What follows belongs to an exercise in optimizing a design on an open flow for small area, a short achievable clock period and few clock cycles per item; a production flow would make more cautious choices. Function was not checked in any run shown here: the RTL went through the layout flow alone. No activity file was given, so power comes from the tool's default toggle rates.

==> flow/design.v <==
package csr_index_pkg;
    parameter int INDEX_WIDTH   = 32;
    parameter int ADDRESS_WIDTH = 32;
    parameter int SHIFT_WIDTH   = 5;
    typedef logic [INDEX_WIDTH-1:0]   index_t;
    typedef logic [ADDRESS_WIDTH-1:0] address_t;
    typedef logic [SHIFT_WIDTH-1:0]   shift_t;
endpackage
`timescale 1ns/1ns
module csr_index_sequencer
(
    input  logic   ap_clk,
    input  logic   areset_generator,
    input  logic   config_valid,
    input  csr_index_pkg::index_t   config_index_start,
    input  csr_index_pkg::index_t   config_index_end,
    input  csr_index_pkg::index_t   config_stride,
    input  csr_index_pkg::address_t config_base_address,
    input  csr_index_pkg::shift_t   config_shift_amount,
    input  logic   config_shift_left,
    input  logic   stage_ready,
    output logic   idle,
    output logic   done,
    output logic   gen_valid,
    output csr_index_pkg::index_t   gen_index,
    output csr_index_pkg::address_t base_address,
    output csr_index_pkg::shift_t   rotate_amount,
    output logic   shift_left
);
    logic                  valid;
    logic                  done_reg;
    csr_index_pkg::index_t count;
    csr_index_pkg::index_t end_reg;
    csr_index_pkg::index_t stride_reg;
    logic                  accept;
    logic                  advance;
    logic                  start_more;
    logic                  step_more;
    assign accept  = config_valid && !valid;
    assign advance = valid && stage_ready;
    csr_index_pkg::index_t unused_start_total;
    logic                  start_borrow;
    csr_prefix_adder #(.WIDTH(csr_index_pkg::INDEX_WIDTH)) i_start_compare (
        .a         (config_index_start),
        .b         (~config_index_end),
        .carry_in  (1'b1),
        .sum       (unused_start_total),
        .carry_out (start_borrow)
    );
    assign start_more = !start_borrow;
    logic [csr_index_pkg::INDEX_WIDTH:0]   csa_a, csa_b, csa_c, csa_sum, csa_carry;
    logic [csr_index_pkg::INDEX_WIDTH:0]   unused_csa_total;
    logic                                  step_borrow;
    always_comb begin
        csa_a     = {1'b0, count};
        csa_b     = {1'b0, stride_reg};
        csa_c     = ~{1'b0, end_reg};
        csa_sum   = csa_a ^ csa_b ^ csa_c;
        csa_carry = (csa_a & csa_b) | (csa_a & csa_c) | (csa_b & csa_c);
    end
    csr_prefix_adder #(.WIDTH(csr_index_pkg::INDEX_WIDTH+1)) i_step_compare (
        .a         (csa_sum),
        .b         ({csa_carry[csr_index_pkg::INDEX_WIDTH-1:0], 1'b0}),
        .carry_in  (1'b1),
        .sum       (unused_csa_total),
        .carry_out (step_borrow)
    );
    assign step_more = !step_borrow;
    csr_index_pkg::index_t step_index;
    assign step_index = count + stride_reg;
    always_ff @(posedge ap_clk) begin
        if (areset_generator) begin
            valid    <= 1'b0;
            done_reg <= 1'b0;
        end else begin
            done_reg <= (accept && !start_more) || (advance && !step_more);
            if (accept) begin
                valid <= start_more;
            end else if (advance) begin
                valid <= step_more;
            end
        end
    end
    always_ff @(posedge ap_clk) begin
        if (accept) begin
            count <= config_index_start;
        end else if (advance) begin
            count <= step_index;
        end
    end
    always_ff @(posedge ap_clk) begin
        if (accept) begin
            end_reg      <= config_index_end;
            stride_reg   <= config_stride;
            base_address <= config_base_address;
            rotate_amount <= config_shift_left ? config_shift_amount
                                                : -config_shift_amount;
            shift_left   <= config_shift_left;
        end
    end
    assign idle      = !valid;
    assign done      = done_reg;
    assign gen_valid = valid;
    assign gen_index = count;
endmodule
`timescale 1ns/1ns
module csr_address_map
(
    input  logic     ap_clk,
    input  logic     stage_enable,
    input  csr_index_pkg::address_t base_address,
    input  csr_index_pkg::shift_t   rotate_amount,
    input  logic     shift_left,
    input  csr_index_pkg::index_t   gen_index,
    output csr_index_pkg::index_t   map_index,
    output csr_index_pkg::address_t map_address
);
    csr_index_pkg::address_t offset;
    csr_index_pkg::address_t offset_reg;
    csr_index_pkg::address_t base_reg;
    csr_index_pkg::address_t rotated;
    csr_index_pkg::address_t keep;
    always_comb begin
        rotated = gen_index;
        for (int k = 0; k < csr_index_pkg::SHIFT_WIDTH; k++) begin
            if (rotate_amount[k]) begin
                rotated = (rotated << (1 << k)) |
                          (rotated >> (csr_index_pkg::ADDRESS_WIDTH - (1 << k)));
            end
        end
        for (int i = 0; i < csr_index_pkg::ADDRESS_WIDTH; i++) begin
            if (shift_left) begin
                keep[i] = i >= rotate_amount;
            end else begin
                keep[i] = (rotate_amount == '0) || (i < rotate_amount);
            end
        end
        offset = rotated & keep;
    end
    always_ff @(posedge ap_clk) begin
        if (stage_enable) begin
            map_index  <= gen_index;
            offset_reg <= offset;
            base_reg   <= base_address;
        end
    end
    assign map_address = base_reg + offset_reg;
endmodule
module csr_prefix_adder
#(
    parameter int WIDTH = 32
) (
    input  logic [WIDTH-1:0] a,
    input  logic [WIDTH-1:0] b,
    input  logic             carry_in,
    output logic [WIDTH-1:0] sum,
    output logic             carry_out
);
    localparam int LEVELS = $clog2(WIDTH);
    logic [WIDTH-1:0] p;
    logic [WIDTH-1:0] g [LEVELS+1];
    logic [WIDTH-1:0] t [LEVELS+1];
    logic [WIDTH:0]   carry;
    always_comb begin
        p    = a ^ b;
        g[0] = a & b;
        t[0] = p;
        g[0][0] = (a[0] & b[0]) | (p[0] & carry_in);
        for (int l = 0; l < LEVELS; l++) begin
            for (int i = 0; i < WIDTH; i++) begin
                if (((i >> l) & 1) == 1) begin
                    g[l+1][i] = g[l][i] | (t[l][i] & g[l][((i >> l) << l) - 1]);
                    t[l+1][i] = t[l][i] & t[l][((i >> l) << l) - 1];
                end else begin
                    g[l+1][i] = g[l][i];
                    t[l+1][i] = t[l][i];
                end
            end
        end
        carry[0] = carry_in;
        for (int i = 0; i < WIDTH; i++) begin
            carry[i+1] = g[LEVELS][i];
        end
        sum       = p ^ carry[WIDTH-1:0];
        carry_out = carry[WIDTH];
    end
endmodule
`timescale 1ns/1ns
module request_fifo
(
    input  logic     ap_clk,
    input  logic     stage_enable,
    input  csr_index_pkg::index_t   push_index,
    input  csr_index_pkg::address_t push_address,
    output csr_index_pkg::index_t   request_index,
    output csr_index_pkg::address_t request_address
);
    always_ff @(posedge ap_clk) begin
        if (stage_enable) begin
            request_index   <= push_index;
            request_address <= push_address;
        end
    end
endmodule
`timescale 1ns/1ns
module csr_index_generator
(
    input  logic     ap_clk,
    input  logic     areset_generator,
    input  logic     config_valid,
    input  csr_index_pkg::index_t   config_index_start,
    input  csr_index_pkg::index_t   config_index_end,
    input  csr_index_pkg::index_t   config_stride,
    input  csr_index_pkg::address_t config_base_address,
    input  csr_index_pkg::shift_t   config_shift_amount,
    input  logic     config_shift_left,
    input  logic     request_ready,
    output logic     idle,
    output logic     done,
    output logic     request_valid,
    output csr_index_pkg::index_t   request_index,
    output csr_index_pkg::address_t request_address
);
    logic                    stage1_ready;
    logic                    stage2_ready;
    logic                    gen_valid;
    csr_index_pkg::index_t   gen_index;
    csr_index_pkg::address_t base_address;
    csr_index_pkg::shift_t   rotate_amount;
    logic                    shift_left;
    logic                    map_valid;
    csr_index_pkg::index_t   map_index;
    csr_index_pkg::address_t map_address;
    assign stage2_ready = !request_valid || request_ready;
    assign stage1_ready = !map_valid || stage2_ready;
    csr_index_sequencer i_csr_index_sequencer (
        .ap_clk              (ap_clk),
        .areset_generator    (areset_generator),
        .config_valid        (config_valid),
        .config_index_start  (config_index_start),
        .config_index_end    (config_index_end),
        .config_stride       (config_stride),
        .config_base_address (config_base_address),
        .config_shift_amount (config_shift_amount),
        .config_shift_left   (config_shift_left),
        .stage_ready         (stage1_ready),
        .idle                (idle),
        .done                (done),
        .gen_valid           (gen_valid),
        .gen_index           (gen_index),
        .base_address        (base_address),
        .rotate_amount       (rotate_amount),
        .shift_left          (shift_left)
    );
    always_ff @(posedge ap_clk) begin
        if (areset_generator) begin
            map_valid     <= 1'b0;
            request_valid <= 1'b0;
        end else begin
            if (stage1_ready) begin
                map_valid     <= gen_valid;
            end
            if (stage2_ready) begin
                request_valid <= map_valid;
            end
        end
    end
    csr_address_map i_csr_address_map (
        .ap_clk       (ap_clk),
        .stage_enable (stage1_ready),
        .base_address (base_address),
        .rotate_amount (rotate_amount),
        .shift_left   (shift_left),
        .gen_index    (gen_index),
        .map_index    (map_index),
        .map_address  (map_address)
    );
    request_fifo i_request_fifo (
        .ap_clk          (ap_clk),
        .stage_enable    (stage2_ready),
        .push_index      (map_index),
        .push_address    (map_address),
        .request_index   (request_index),
        .request_address (request_address)
    );
endmodule
==> flow/flow/run.sh <==
#!/bin/bash
# Standard layout, with plain buffers (instead of delay cells) on the ports
set -euo pipefail
bash standard.sh "BUFFER_PORTS_ARGS=-buffer_cell sky130_fd_sc_hd__buf_2" finish > standard.log 2>&1
==> flow/standard.sh <==
#!/bin/bash
# synth_recipe.tcl (not shown) runs the flow's synth.tcl, then flattens the netlist and writes it again
# the make line also repeats each setting of config.mk as NAME=value (left out here)
make -C /OpenROAD-flow-scripts/flow DESIGN_CONFIG=/design/flow/config.mk WORK_HOME=/design/flow/orfs CLKGATE_MAP_FILE= SYNTH_SCRIPT=/design/flow/synth_recipe.tcl "${@:-finish}"
==> flow/config.mk <==
export PLATFORM = sky130hd
export DESIGN_NAME = csr_index_generator
export DESIGN_NICKNAME = csr_index_generator
export VERILOG_FILES = /design/flow/design.v
export SDC_FILE = /design/flow/constraint.sdc
export NUM_CORES = 4
export LEC_CHECK = 0
export CAP_MARGIN = 20
export CORE_MARGIN = 2
export CORE_UTILIZATION = 65
export SETUP_SLACK_MARGIN = 4.0
export SLEW_MARGIN = 20
==> flow/constraint.sdc <==
create_clock -name core_clock -period 7.0 [get_ports {ap_clk}]
set_input_delay 1.4000 -clock core_clock [delete_from_list [all_inputs] [get_ports {ap_clk}]]
set_output_delay 1.4000 -clock core_clock [all_outputs]
set_load 0.01 [all_outputs]
==> summary.md, run 1 <==
| Metric | Value |
|---|---|
| Net count of the finished layout | 1975 |
| Cell Rows | 59 |
| Internal Pwr Total | 5.14 mW |
| Post-synthesis instance area | 17300 um^2 |
| Kind of critical path | flop to flop |
| WL final | 40.8 mm |
| CP endpoint kind | flop |
| ANT nets after route | 0 |
| H-tree levels | 1 |
| Combinational Power Share | 44.6% |
| Largest area contributor in the netlist | edfxtp_1 |
| Worst path slowest cell | or4_4 |
| DR vias/cell | 6.06 |
| Starting density of the core | 66.4% |
| CP required | 7.29 ns |
| Post-route setup TNS | 0 ns |
| First-pass GRT wire length | 64.4 mm |
| Fin crit period | 3.04 ns |
| Vias in the first global route | 12400 |
| DR pass1 iterations | 5 |
| Slew of the pin with the lowest slew margin | 1.01 ns |
| Sw Pwr | 3.00 mW |
| Chip width | 167 um |
| Total chip power | 8.14 mW |
| Synth area leaders | edfxtp_1, ha_1, mux4_2, fa_1, inv_1 |
| Net Sw Frac | 36.9% |
| Clock Root Buffer | clkbuf_16 |
| Reg clk slew, reported paths | 0.06 ns |
| Final GP Congestion | 0.923 |
| Grt total ovfl | 0 |
| HPWL after detailed placement | 29.0 mm |
| EDFF count, synth | 294 |
| Cells along the critical path | buf_6 > ha_4 > a211oi_4 > nor4_4 > or4_4 > a21o_1 > a41oi_4 > a21oi_4 > a41oi_2 > xor2_1 > a21oi_2 |
| Inserted Clock Buffers | 31 |
| Pin count of the biggest net entering global routing | 99 |
| Clk buf depth | 3 |
| Crit Path Max Fanout | 3 |
| Final setup skew | 0.0148 ns |
| Synthesized flop and latch total | 298 |
| DR iter-0 viols | 1437 |
| Share of post-route cells with drive strength above 1 | 25.5% |
| Flop pwr share | 36.0% |
| Crit start category | flop |
| Warnings from Yosys | 10 |
| GRT Resource Usage Total | 29.0% |
| RSZ-0062 raised after global routing | yes |
| Fill count | 1641 |
| Max-cap violations | 0 |
| DRC viols | 0 |
| Initial antenna violation count | 0 |
| Post-synth cell types | 74 |
| CORE AREA | 26100 um^2 |
| Clock Latency Late Sink | 0.57 ns |
| Clk sinks | 298 |
| Post-CTS Hold Buffers | 0 |
| Clock power frac | 19.4% |
| LEAKAGE | 8.69 nW |
| Antenna diodes | 0 |
| TritonCTS clock tree | yes |
| Status | timing/DRC/antenna clean |
| Post-synthesis cell count | 1435 |
| Final setup fails | 0 |
| CP max stage delay | 0.52 ns |
| Worst EP arrival | 3.33 ns |
| Syn nets | 1733 |
| Hold Vio Cnt, Final | 0 |
| Sequential share of the synthesized area | 51.5% |
| Fin. max-slew vios | 0 |
| Total number of vias | 12300 |
| Synth async-reset ratio | 0% |
| Max frequency | 329 MHz |
| Main synth FF type | edfxtp_1 |
| Synth-to-Final Area Change | 18.2% |
| Fin crit share | 43.4% |
| Post-synth top area share | 51.0% |
| Die Y | 167 um |
| WL/cell | 20.0 um |
| PortBufs | 204 |
| # IOs | 205 |
| PwrDens | 398 nW/um^2 |
| Slew HR | 32.6% |
| Die area | 27900 um^2 |
| Max VDD drop | 0.309 mV |
| Syn avg cell area | 12.1 um^2 |
| Worst hold path type | flop to flop |
==> path summary, 6_finish.rpt <==
kind                                       start                         endpoint  slack (ns)  cells after the start
setup reg to reg  i_csr_index_sequencer.count[1]  i_csr_index_sequencer.count[25]        3.96                     11
setup / recovery  i_csr_index_sequencer.count[1]  i_csr_index_sequencer.count[25]        3.96                     11
hold / removal    i_csr_address_map.map_index[8]  i_request_fifo.request_index[8]        0.41                      0
hold reg to reg   i_csr_address_map.map_index[8]  i_request_fifo.request_index[8]        0.41                      0
==> area by class of cell <==
class / instances / area (um^2) / area share (%)
Clock inverter: 16 / 153 / 0.746
Sequential cell: 298 / 8910 / 43.6
Multi-Input combinational cell: 931 / 8090 / 39.5
Clock buffer: 41 / 813 / 3.98
Inverter: 158 / 636 / 3.11
Timing Repair Buffer: 257 / 1430 / 7.01
Tap cell: 335 / 419 / 2.05
==> placed cells by master, fill, tap and decap left out, types with 7 or more instances in the layout <==
cell	count
a211oi_1	8
a21o_1	51
a21oi_1	110
a221oi_1	7
and2_1	10
buf_2	204
buf_4	50
clkbuf_1	10
clkbuf_16	31
clkinv_2	8
edfxtp_1	294
fa_1	32
ha_1	106
ha_4	16
inv_1	141
mux2_2	19
mux2i_1	20
mux4_2	32
nand2_1	83
nand2b_1	8
nand3_1	12
nand4_1	13
nor2_1	79
nor2b_1	10
nor3_1	12
o211ai_1	11
o21a_1	11
o21ai_0	80
o21ai_1	7
o21bai_1	11
o32ai_1	16
xnor2_1	42
xor2_1	19
==> worst max-delay path, delay by kind of cell, from the launching register on <==
kind,cells,cell delay (ns)
XOR/XNOR,1,0.21
AO/OA/AOI/OAI,6,1.12
flip-flops,1,0.43
buffers and inverters,1,0.15
adder cells (fa/ha/maj),1,0.25
AND/OR/NAND/NOR,2,0.59
==> power groups by stage <==
stage	registers (mW)	clock network (mW)	logic, mW
floorplan	2.98	0	2.20
global placement	3.02	0	3.04
detailed placement	3.04	0	3.14
CTS	2.95	1.59	3.44
global route	2.98	1.67	3.97
finish	2.93	1.58	3.63
==> metal layers <==
layer	share of wire, %	vias to the layer above	track usage (%)	wire, um
met5	0	-	0	0
met4	4.2	0	11.0	1710
met3	6.4	113	4.70	2620
met2	50	503	49.3	20200
met1	40	5888	38.0	16200
li1	-	5828	-	-
==> timing repair <==
action | CTS | global route
pin swaps | 39 | 23
gates resized for setup | 36 | 25
setup buffers | 31 | 12
endpoints found under the setup margin | 24 | 16
==> metrics by stage <==
step	cell area, um^2	hold WS [ns]	utilization, %	worst slack [ns]	instances
floorplan	17500	0.400	-	3.99	1435
CTS	20200	0.403	77.6	3.91	2024
global route	20400	0.406	78.5	3.87	2036
global placement	18800	0.400	72.3	3.39	1936
finish	20400	0.405	78.5	3.96	2036
detailed placement	18800	0.405	72.3	3.25	1936
==> Yosys cell counts (11+ instances only) <==
master and number:
a21o_1 51, mux2_2 19, fa_1 34, ha_1 126, xor2_1 19, nand2_1 85, nand4_1 13, nor3_1 14
mux2i_1 20, o21bai_1 11, edfxtp_1 294, mux4_2 32, o32ai_1 16, o21ai_0 83, nor2b_1 12, o211ai_1 11
a21oi_1 116, inv_1 156, nor2_1 80, nand3_1 12, o21a_1 11, clkbuf_1 34, xnor2_1 42
==> kinds of logic (layout without fill, tap and decap cells) <==
family | Yosys count | after routing | synth area share, %
AOI/OAI and AO/OA | 385 | 385 | 14.5
DFF | 298 | 298 | 51.5
xor gates and xnor gates | 61 | 61 | 3.09
buffers and inverters | 206 | 472 | 4.54
muxes | 71 | 71 | 6.56
and+or+nand+nor | 254 | 254 | 6.77
adders and majority gates | 160 | 160 | 13.0
==> run 2: changes to the inputs <==
--- a/flow/design.v
+++ b/flow/design.v
@@ -40,5 +40,4 @@
     assign advance = valid && stage_ready;
-    csr_index_pkg::index_t unused_start_total;
     logic                  start_borrow;
-    csr_prefix_adder #(.WIDTH(csr_index_pkg::INDEX_WIDTH)) i_start_compare (
+    csr_carry_out #(.WIDTH(csr_index_pkg::INDEX_WIDTH)) i_start_compare (
         .a         (config_index_start),
@@ -46,3 +45,2 @@
         .carry_in  (1'b1),
-        .sum       (unused_start_total),
         .carry_out (start_borrow)
@@ -51,3 +49,2 @@
     logic [csr_index_pkg::INDEX_WIDTH:0]   csa_a, csa_b, csa_c, csa_sum, csa_carry;
-    logic [csr_index_pkg::INDEX_WIDTH:0]   unused_csa_total;
     logic                                  step_borrow;
@@ -60,3 +57,3 @@
     end
-    csr_prefix_adder #(.WIDTH(csr_index_pkg::INDEX_WIDTH+1)) i_step_compare (
+    csr_carry_out #(.WIDTH(csr_index_pkg::INDEX_WIDTH+1)) i_step_compare (
         .a         (csa_sum),
@@ -64,3 +61,2 @@
         .carry_in  (1'b1),
-        .sum       (unused_csa_total),
         .carry_out (step_borrow)
@@ -69,3 +65,10 @@
     csr_index_pkg::index_t step_index;
-    assign step_index = count + stride_reg;
+    logic                  unused_carry;
+    csr_prefix_adder #(.WIDTH(csr_index_pkg::INDEX_WIDTH)) i_count_adder (
+        .a         (count),
+        .b         (stride_reg),
+        .carry_in  (1'b0),
+        .sum       (step_index),
+        .carry_out (unused_carry)
+    );
     always_ff @(posedge ap_clk) begin
@@ -146,3 +149,10 @@
     end
-    assign map_address = base_reg + offset_reg;
+    logic unused_carry;
+    csr_prefix_adder #(.WIDTH(csr_index_pkg::ADDRESS_WIDTH)) i_address_adder (
+        .a         (base_reg),
+        .b         (offset_reg),
+        .carry_in  (1'b0),
+        .sum       (map_address),
+        .carry_out (unused_carry)
+    );
 endmodule
@@ -186,2 +196,32 @@
     end
+endmodule
+module csr_carry_out
+#(
+    parameter int WIDTH = 32
+) (
+    input  logic [WIDTH-1:0] a,
+    input  logic [WIDTH-1:0] b,
+    input  logic             carry_in,
+    output logic             carry_out
+);
+    localparam int LEVELS = $clog2(WIDTH);
+    logic [WIDTH-1:0] g [LEVELS+1];
+    logic [WIDTH-1:0] t [LEVELS+1];
+    always_comb begin
+        g[0] = a & b;
+        t[0] = a | b;
+        g[0][0] = (a[0] & b[0]) | ((a[0] | b[0]) & carry_in);
+        for (int l = 0; l < LEVELS; l++) begin
+            for (int i = 0; i < WIDTH; i++) begin
+                if (((i >> l) & 1) == 1) begin
+                    g[l+1][i] = g[l][i] | (t[l][i] & g[l][((i >> l) << l) - 1]);
+                    t[l+1][i] = t[l][i] & t[l][((i >> l) << l) - 1];
+                end else begin
+                    g[l+1][i] = g[l][i];
+                    t[l+1][i] = t[l][i];
+                end
+            end
+        end
+        carry_out = g[LEVELS][WIDTH-1];
+    end
 endmodule
==> summary.md, run 2 <==
| Metric | Value |
|---|---|
| Status | timing/DRC/antenna clean |
| Max VDD drop | 0.258 mV |
| First-pass GRT wire length | 57.0 mm |
| Post-synthesis cell count | 1308 |
| Cell Rows | 57 |
| Combinational Power Share | 33.3% |
| Worst path slowest cell | fa_1 |
| Cells along the critical path | inv_2 > fa_1 > nor2b_4 > o41ai_2 > maj3_2 > maj3_2 > maj3_2 > maj3_2 > a221o_1 > a22o_4 > a211oi_2 |
| Post-synth top area share | 55.1% |
| Post-route setup TNS | 0 ns |
| Cell with the most instances after synthesis | edfxtp_1 |
| Slew HR | 29.7% |
| Hold Slack | 0.414 ns |
| Crit Path Max Fanout | 2 |
| TritonCTS clock tree | yes |
| Synth-to-Final Area Change | 18.6% |
| Slew of the pin with the lowest slew margin | 1.05 ns |
| Sequential share of the synthesized area | 55.6% |
| Reg clk slew, reported paths | 0.06 ns |
| Kind of critical path | flop to flop |
| Clock power frac | 25.3% |
| Syn avg cell area | 12.3 um^2 |
| Die Y | 161 um |
| Worst hold path type | flop to flop |
| CP required | 7.47 ns |
| Total chip power | 6.48 mW |
| Pin count of the biggest net entering global routing | 99 |
| Hold Vio Cnt, Final | 0 |
| Synthesized flop and latch total | 298 |
| WL/cell | 19.5 um |
| Clk sinks | 298 |
| Post-synthesis instance area | 16000 um^2 |
| # IOs | 205 |
| Clock Root Buffer | clkbuf_16 |
| Crit start category | flop |
| Starting density of the core | 66.1% |
| Synth async-reset ratio | 0% |
| Sw Pwr | 2.11 mW |
| Final Non-Filler Cells | 1893 |
| Max-cap violations | 0 |
| ANT nets after route | 0 |
| Flop pwr share | 41.3% |
| Multiplexer area fraction after synthesis | 5.57% |
| DRC viols | 0 |
| H-tree levels | 1 |
| CP endpoint kind | flop |
| Post-synth cell types | 72 |
| Syn nets | 1550 |
| Fin area | 19000 um^2 |
| Internal Pwr Total | 4.36 mW |
| Clock Latency Late Sink | 0.56 ns |
| Fill count | 1489 |
| Vias in the first global route | 11100 |
| Fin. max-slew vios | 0 |
| Largest family of logic cells by synthesized area | compound AO/OA/AOI/OAI gates |
| Placed instance area | 17400 um^2 |
| Inserted Clock Buffers | 31 |
| Net Sw Frac | 32.6% |
| Post-CTS Hold Buffers | 0 |
| Placed cells | 1800 |
| PwrDens | 341 nW/um^2 |
| CORE AREA | 24200 um^2 |
| Main synth FF type | edfxtp_1 |
| Chip width | 161 um |
| Commonest non-fill, non-tap cell in the layout | edfxtp_1 |
| Synth Area in Simple Gates | 9.49% |
| Largest area contributor in the netlist | edfxtp_1 |
| DR vias/cell | 5.96 |
| Max frequency | 311 MHz |
| DR pass1 iterations | 5 |
| Post-synthesis compound-gate area fraction | 11.9% |
| RSZ-0062 raised after global routing | yes |
| HPWL after detailed placement | 25.7 mm |
| Warnings from Yosys | 13 |
| GRT Resource Usage Total | 28.2% |
| Synth top cells by count | edfxtp_1, nand2_1, nor2_1, inv_1, o21ai_0 |
| Initial antenna violation count | 0 |
| Worst EP arrival | 3.69 ns |
| R2R setup slack | 3.78 ns |
| Share of post-route cells with drive strength above 1 | 25.4% |
| CP max stage delay | 0.57 ns |
| PortBufs | 204 |
| Post-synthesis xor/xnor area fraction | 2.79% |
| Final setup skew | 0.0275 ns |
| Final GP Congestion | 0.899 |
| Final setup fails | 0 |
| EDFF count, synth | 294 |
| Most used cells in the layout excluding fill and tap cells | edfxtp_1, buf_2, nand2_1, nor2_1, inv_1 |
| Total number of vias | 11300 |
| Antenna diodes | 0 |
| DR iter-0 viols | 945 |
| Grt total ovfl | 0 |
| Fin crit share | 46.0% |
| LEAKAGE | 7.85 nW |
| Most used cell along the critical path | maj3_2 |
| WL final | 36.8 mm |
| Clk buf depth | 3 |
| Fin crit period | 3.22 ns |
| Net count of the finished layout | 1786 |
| Post-Synth Adder-Cell Area | 11.4% |
| Die area | 25900 um^2 |
| Synth area leaders | edfxtp_1, fa_1, ha_1, mux4_2, nand2_1 |
## run 2: cell families (layout without fill, tap and decap cells)
logic type / Yosys count / after routing
fa+ha+maj: 124 / 124
xor+xnor: 51 / 51
compound gates: 297 / 297
mux: 49 / 49
simple gates: 349 / 349
buf+inv: 140 / 401
flops: 298 / 298
## run 2: per-layer routing
metal	track usage (%)	share of wire [%]	vias to the layer above
met5	0	0	-
met4	11.0	3.7	0
met3	3.85	6.6	87
met2	48.5	50	472
met1	36.8	40	5416
li1	-	-	5312
## run 2: cell type report
type                       instances  area, um^2  area share (%)
clock buffer                      37         798            4.20
clock inverter                    21         221            1.17
inverter                          96         372            1.96
multi-input combinational        870        6940            36.5
sequential                       298        8910            46.9
tap                              324         405            2.13
timing repair buffer             247        1360            7.13
## run 2: metrics by stage
stage | setup WS [ns] | util (%)
6_report | 3.78 | 78.4
5_1_grt | 3.68 | 78.4
4_1_cts | 3.78 | 77.2
3_5_place_dp | 3.03 | 71.9
3_3_place_gp | 3.07 | 71.9
2_1_floorplan | 3.97 | -
## run 2: final timing paths
kind                                          to                                    from  cells past startpoint
hold / removal    i_csr_address_map.base_reg[20]  i_csr_index_sequencer.base_address[20]                      0
setup reg to reg     i_csr_index_sequencer.valid     i_csr_index_sequencer.stride_reg[1]                     11
hold reg to reg   i_csr_address_map.base_reg[20]  i_csr_index_sequencer.base_address[20]                      0
setup / recovery     i_csr_index_sequencer.valid     i_csr_index_sequencer.stride_reg[1]                     11
## run 2: what timing repair did
action	4_1_cts	5_1_grt
pin swaps	23	39
setup endpoints to repair	83	27
resized for setup	34	40
buffers inserted	17	18
## run 2: power by group through the flow
stage	combinational (mW)	sequential [mW]	clock, mW
6_report	2.16	2.68	1.64
5_1_grt	2.37	2.72	1.72
4_1_cts	2.03	2.69	1.65
3_5_place_dp	1.89	2.74	0
3_3_place_gp	1.83	2.73	0
2_1_floorplan	1.27	2.73	0
## run 2: critical path, delay by kind of cell, from the launching register on
family          cells  cell delay [ns]
compound gates      4             0.80
fa+ha+maj           5             1.75
buf+inv             1             0.06
flops               1             0.37
simple gates        1             0.15
==> run 3: changes to the inputs <==
--- a/flow/design.v
+++ b/flow/design.v
@@ -57,3 +57,4 @@
     end
-    csr_carry_out #(.WIDTH(csr_index_pkg::INDEX_WIDTH+1)) i_step_compare (
+    logic [csr_index_pkg::INDEX_WIDTH:0]   unused_csa_total;
+    csr_prefix_adder #(.WIDTH(csr_index_pkg::INDEX_WIDTH+1)) i_step_compare (
         .a         (csa_sum),
@@ -61,2 +62,3 @@
         .carry_in  (1'b1),
+        .sum       (unused_csa_total),
         .carry_out (step_borrow)
@@ -87,3 +89,3 @@
     always_ff @(posedge ap_clk) begin
-        if (accept) begin
+        if (!valid) begin
             count <= config_index_start;
@@ -94,3 +96,3 @@
     always_ff @(posedge ap_clk) begin
-        if (accept) begin
+        if (!valid) begin
             end_reg      <= config_index_end;
--- a/flow/config.mk
+++ b/flow/config.mk
@@ -10,2 +10,3 @@
 export CORE_UTILIZATION = 65
+export CTS_BUF_LIST = sky130_fd_sc_hd__clkbuf_8
 export SETUP_SLACK_MARGIN = 4.0
==> summary.md, run 3 <==
| Metric | Value |
|---|---|
| Status | timing/DRC/antenna clean |
| Slew HR | 40.9% |
| Synthesized flop and latch total | 298 |
| Initial antenna violation count | 0 |
| Net count of the finished layout | 1813 |
| GRT Resource Usage Total | 27.4% |
| Cell Rows | 58 |
| Flop pwr share | 42.4% |
| Max VDD drop | 0.223 mV |
| H-tree levels | 2 |
| CORE AREA | 25000 um^2 |
| Max frequency | 317 MHz |
| CP endpoint kind | flop |
| Main synth FF type | edfxtp_1 |
| Synth async-reset ratio | 0% |
| DR pass1 iterations | 6 |
| LEAKAGE | 8.26 nW |
| Cell with the most instances after synthesis | edfxtp_1 |
| Fin. max-slew vios | 0 |
| Post-synthesis cell count | 1298 |
| Worst hold path type | flop to flop |
| Final setup fails | 0 |
| ANT nets after route | 0 |
| Antenna diodes | 0 |
| DR iter-0 viols | 979 |
| PwrDens | 322 nW/um^2 |
| HPWL after detailed placement | 26.1 mm |
| Clk sinks | 298 |
| Largest area contributor in the netlist | edfxtp_1 |
| Post-synth cell types | 68 |
| RSZ-0062 raised after global routing | yes |
| Clock power frac | 22.8% |
| Worst EP arrival | 3.47 ns |
| CP required | 7.31 ns |
| Fin worst setup slack | 3.85 ns |
| Most used cells in the layout excluding fill and tap cells | edfxtp_1, buf_2, inv_1, ha_1, nand2_1 |
| Place WS | 3.58 ns |
| Crit Path Max Fanout | 4 |
| Slew of the pin with the lowest slew margin | 0.886 ns |
| TritonCTS clock tree | yes |
| Total number of vias | 11100 |
| CP max stage delay | 0.48 ns |
| Grt total ovfl | 0 |
| Sequential share of the synthesized area | 54.1% |
| Cells along the critical path | ha_2 > fa_2 > a211oi_4 > o211ai_2 > a221oi_4 > nor3_4 > o21a_1 > or4_1 > a31o_1 |
| Clock Root Buffer | clkbuf_8 |
| Hold Vio Cnt, Final | 0 |
| DR vias/cell | 5.85 |
| Syn nets | 1571 |
| Fin crit period | 3.15 ns |
| Commonest non-fill, non-tap cell in the layout | edfxtp_1 |
| Clk buf depth | 3 |
| Kind of critical path | flop to flop |
| Sw Pwr | 2.06 mW |
| Hold Slack | 0.415 ns |
| DRC viols | 0 |
| Die Y | 163 um |
| Inserted Clock Buffers | 49 |
| PortBufs | 204 |
| Post-synth top area share | 53.6% |
| Synth top cells by count | edfxtp_1, inv_1, ha_1, nand2_1, o21ai_0 |
| # IOs | 205 |
| Syn avg cell area | 12.7 um^2 |
| Combinational Power Share | 34.8% |
| Worst path slowest cell | or4_1 |
| Crit start category | flop |
| Final GP Congestion | 0.949 |
| Final setup skew | 0.0224 ns |
| WL/cell | 19.3 um |
| Warnings from Yosys | 13 |
| Die area | 26600 um^2 |
| WL final | 36.7 mm |
| Internal Pwr Total | 4.11 mW |
| Vias in the first global route | 10900 |
| Synth area leaders | edfxtp_1, ha_1, fa_1, mux4_2, inv_1 |
| EDFF count, synth | 294 |
| Reg clk slew, reported paths | 0.06 ns |
| Net Sw Frac | 33.4% |
| Share of post-route cells with drive strength above 1 | 25.8% |
| Clock Latency Late Sink | 0.57 ns |
| Synth-to-Final Area Change | 16.0% |
| Max-cap violations | 0 |
| Pin count of the biggest net entering global routing | 65 |
| Buf/Inv on CP | 0 |
| Post-synthesis instance area | 16500 um^2 |
| Post-route setup TNS | 0 ns |
| First-pass GRT wire length | 56.0 mm |
| Fin crit share | 45.0% |
| Chip width | 163 um |
| Cell family with the largest share of critical-path delay | compound AO/OA/AOI/OAI gates |
| Starting density of the core | 65.8% |
run 3: changes by cell type in the layout (fill, tap and decap cells not counted), moves of 9 or more:
cell       before  now
inv_1          90  163
nand2_1       152   85
clkbuf_8        0   51
nor2_1        100   59
ha_1           60   92
clkbuf_16      31    0
mux2_2          1   29
a21oi_1        63   45
mux2i_1        16   30
maj3_1         16    5
o32ai_1        15    5
buf_4          40   31
nor3_1         21   12
run 3: cell type report:
class	instances	area, um^2
multi-input cells	807	7060
flip-flops and latches	298	8910
fillers	1651	5920
well taps	330	413
clock inverters	35	200
repair buffers	235	1250
clock buffers	51	702
inverters	149	572
run 3: power groups by stage:
stage,Clock [mW],Sequential [mW],Combinational [mW]
4_1_cts,1.44,2.62,2.04
5_1_grt,1.51,2.65,2.36
3_3_place_gp,0,2.65,1.93
3_5_place_dp,0,2.66,1.99
6_report,1.41,2.61,2.15
2_1_floorplan,0,2.66,1.36
run 3: through the flow:
stage                     util [%]  instance area (um^2)  cells  power [mW]
final                         76.3                 19100   1905        6.16
after global routing          76.3                 19100   1905        6.51
after CTS                     75.4                 18900   1892        6.11
after detailed placement      71.4                 17900   1799        4.65
after global placement        71.4                 17900   1799        4.58
after floorplan                  -                 16500   1298        4.02
run 3: cell families after synthesis:
logic type | share of synthesized area, %
flops | 54.1
compound gates | 10.6
simple gates | 7.56
buf+inv | 4.46
fa+ha+maj | 12.5
mux | 8.18
xor+xnor | 2.66
run 3: timing repair:
item / CTS / global route
pin swaps: 13 / 18
buffers inserted: 7 / 13
resized for setup: 13 / 31
gates cloned: 0 / 0
hold buffers: 0 / 0
endpoints found under the setup margin: 18 / 29
run 3: path summary, 6_finish.rpt:
| kind | start | slack, ns | end | cells past startpoint |
|---|---|---|---|---|
| worst max-delay path | i_csr_index_sequencer.stride_reg[0] | 3.85 | i_csr_index_sequencer.count[29] | 9 |
| worst min-delay path | i_csr_address_map.map_index[14] | 0.41 | i_request_fifo.request_index[14] | 0 |
| worst max register to register | i_csr_index_sequencer.stride_reg[0] | 3.85 | i_csr_index_sequencer.count[29] | 9 |
| worst min register to register | i_csr_address_map.map_index[14] | 0.41 | i_request_fifo.request_index[14] | 0 |
run 3: routing by layer:
layer  vias up  wire length [um]  GRT usage (%)
met2       412             18500           48.5
met4         0              1330           9.73
li1       5279                 -              -
met1      5361             14700           34.3
met3        96              2120           4.37
met5         -                 0              0

## separate check: timing with driven ports
In the flow no input, the clock included, has a driving cell. The finished layouts below were timed again as built, in two steps.
Step 1 assumes that a clkbuf_16 drives the clock port and a buf_2 every other input.
Step 2 times the ports against the registers' clock, not the clock port: input delays grow and output delays shrink by t, the midpoint of the rising clock arrivals with the driver on.
Slacks: ideal / step 1 / step 2; pairs: ideal / step 1.
run	shift t [ns]	setup slack, ns	worst hold slack (ns)	worst setup path after step 2
run 1	0.615	3.963 / 3.963 / 3.380	0.405 / 0.405 / 0.405	input to register
run 2	0.599	3.783 / 3.783 / 3.518	0.414 / 0.414 / 0.414	input to register
run 3	0.603	3.847 / 3.847 / 3.608	0.415 / 0.415 / 0.415	input to register
After both steps every run listed still meets setup and hold. For run 1, which loses most, drivers alone change the setup slack by 0.000 ns; drivers and shift together by -0.583 ns.
